Background: an optimization exercise with open tools, aiming at small area, a short achievable clock period and few clock cycles per item. Do not read the settings as production practice.
Function was checked by simulation only, so behaviour that the tests miss may differ from the original.

job 3210:
## pid_axis_with_settle_count_core
module pid_axis_with_settle_count_core
#(
    parameter int FRAC_BITS = 16,
    parameter int ACC_WIDTH = 48
)
(
    input  logic                     clk,
    input  logic                     rst_n,
    input  logic                     in_valid,
    output logic                     in_stall,
    input  logic [31:0]                   measured,
    input  logic [15:0]                   elapsed_ms,
    input  logic                     restart,
    output logic                     out_valid,
    input  logic                     out_stall,
    output logic [31:0]                   drive,
    output logic                     settled,
    output logic [31:0]                   error_out,
    input  logic                     psel,
    input  logic                     penable,
    input  logic                     pwrite,
    input  logic [4:0]                    paddr,
    input  logic [31:0]                   pwdata,
    output logic [31:0]                   prdata,
    output logic                     pready
);
Size: about 19000 cells after synthesis, about 2300 flip-flops, ~0.19 mm2 of cells after synthesis.
Settings: LEC_CHECK=0, ABC_AREA=1, CAP_MARGIN=20, CORE_MARGIN=2, CORE_UTILIZATION=40, PLACE_DENSITY=0.5, SETUP_SLACK_MARGIN=5, SLEW_MARGIN=20; clock period 11.0 ns.
run.sh (not shown) runs the stock make flow with config.mk's settings and CLKGATE_MAP_FILE= SYNTH_SCRIPT=/design/flow/synth_recipe.tcl, a recipe that flattens the netlist after the stock synthesis.
Testbench counts of job 3210, summed over its fixed seeds: cycles 19,012, items 14,884.
The following lists how job 1561 was set up differently from job 3210:
--- a/flow/design.v
+++ b/flow/design.v
@@ -66,23 +66,28 @@
     begin
         case (cfg_idx)
             3'd0:    rd_value = target_reg;
             3'd1:    rd_value = gain_p_reg;
             3'd2:    rd_value = gain_i_reg;
             3'd3:    rd_value = gain_d_reg;
             3'd4:    rd_value = {1'b0, tolerance_reg};
             3'd5:    rd_value = {28'd0, settle_limit_reg};
             default: rd_value = '0;
         endcase
     end
-    assign prdata = rd_value;
+    logic [31:0] prdata_reg;
+    always_ff @(posedge clk)
+    begin
+        prdata_reg <= rd_value;
+    end
+    assign prdata = prdata_reg;
     logic out_valid_reg;
     logic adv;
     assign adv      = !(out_valid_reg && out_stall);
     assign in_stall = !adv;
     logic [32:0] e_full;
     logic [31:0] e_sat;
     logic        e_inb;
     assign e_full = {target_reg[31], target_reg} - {measured[31], measured};
     assign e_sat  = (e_full[32] != e_full[31]) ? (e_full[32] ? 32'h8000_0000 : 32'h7FFF_FFFF)
                                                : e_full[31:0];
     logic        s0_v;
@@ -111,32 +116,33 @@
     logic [47:0] integral_reg;
     logic [31:0] last_error_reg;
     logic [3:0]  settle_count_reg;
     logic [31:0] last_eff;
     logic [3:0]  count_eff;
     logic [3:0]  count_new;
     logic        settle_now;
     logic [32:0] diff_pos;
     logic [32:0] diff_negv;
     logic        diff_neg;
     logic [31:0] diff_abs;
-    logic signed [32:0] e_ext;
-    logic signed [32:0] tol_ext;
-    assign e_ext  = {s0_e[31], s0_e};
-    assign tol_ext = {2'b00, tolerance_reg};
-    assign e_inb  = (e_ext < tol_ext) && (e_ext > -tol_ext);
+    logic [32:0] e_plus_tol;
+    assign e_plus_tol = {s0_e[31], s0_e} + {2'b00, tolerance_reg};
+    assign e_inb = s0_e[31] ? (!e_plus_tol[32] && (e_plus_tol != '0))
+                          : (s0_e[30:0] < tolerance_reg);
     assign s0_inb = e_inb;
     assign last_eff   = s0_r ? '0 : last_error_reg;
     assign count_eff  = s0_r ? '0 : settle_count_reg;
-    assign count_new  = s0_inb ? ((count_eff == 4'd15) ? count_eff : count_eff + 4'd1) : 4'd0;
-    assign settle_now = (count_new >= settle_limit_reg);
+    logic [3:0]  count_inc;
+    assign count_inc  = (count_eff == 4'd15) ? count_eff : count_eff + 4'd1;
+    assign count_new  = s0_inb ? count_inc : 4'd0;
+    assign settle_now = s0_inb ? (count_inc >= settle_limit_reg) : (settle_limit_reg == 4'd0);
     assign diff_pos  = {s0_e[31], s0_e} - {last_eff[31], last_eff};
     assign diff_negv = {last_eff[31], last_eff} - {s0_e[31], s0_e};
     assign diff_neg  = diff_pos[32];
     assign diff_abs  = diff_neg ? diff_negv[31:0] : diff_pos[31:0];
     always_ff @(posedge clk or negedge rst_n)
     begin
         if (!rst_n)
         begin
             last_error_reg   <= '0;
             settle_count_reg <= '0;
         end
==> comparison <==
Compare job 1561 and job 3210 | final clock skew higher: job 1561
On portion of netlist area occupied by mux cells, job 1561 and job 3210 are neck and neck.
Route | job 1561 vs job 3210 | wire longer in job 1561
In job 1561 the via count of the routed design turned out 1.4% higher than in job 3210.
Clock buffer count from CTS of job 1561 exceeds that of job 3210 by a few percent.
Job 1561 vs job 3210 — sequential share of layout area rose 0.16 points.
In terms of part of the Yosys area used for sequential elements, job 1561 and job 3210 differ only marginally.
Job 1561 vs job 3210, share of the cycle needed by the critical path after routing went down by 1.1 points.
Testbench counts of job 1561, summed over its fixed seeds: cycles 19,012, items 14,884.

-- afterwards: timing with drivers on the ports --
Ports are ideal in the flow. The routed layouts listed here were re-timed in OpenROAD.
Step 1, drivers: a clkbuf_16 drives clk and a buf_2 each remaining input, both assumed.
Step 2 adds t to the input delays and takes it off the output delays; t is the mean of the earliest and latest rising clock arrival at the registers after step 1. Input paths then give back, and output paths get back, about the clock's delay inside the block.
Slacks: ideal ports / drivers / drivers and shift; pairs: ideal ports / drivers.
| run | t, ns | setup WS [ns] | clock arrival spread, ns | worst data-port slew with drivers (ns) |
|---|---|---|---|---|
| job 3210 | 1.044 | 4.899 / 4.838 / 4.710 | 0.096 / 0.096 | 0.06 |
| job 1561 | 1.091 | 5.019 / 5.019 / 4.515 | 0.117 / 0.117 | 0.08 |
After both steps setup and hold are still met in every run listed. For job 1561, which loses most, drivers alone change the setup slack by 0.000 ns; drivers and shift together by -0.504 ns.
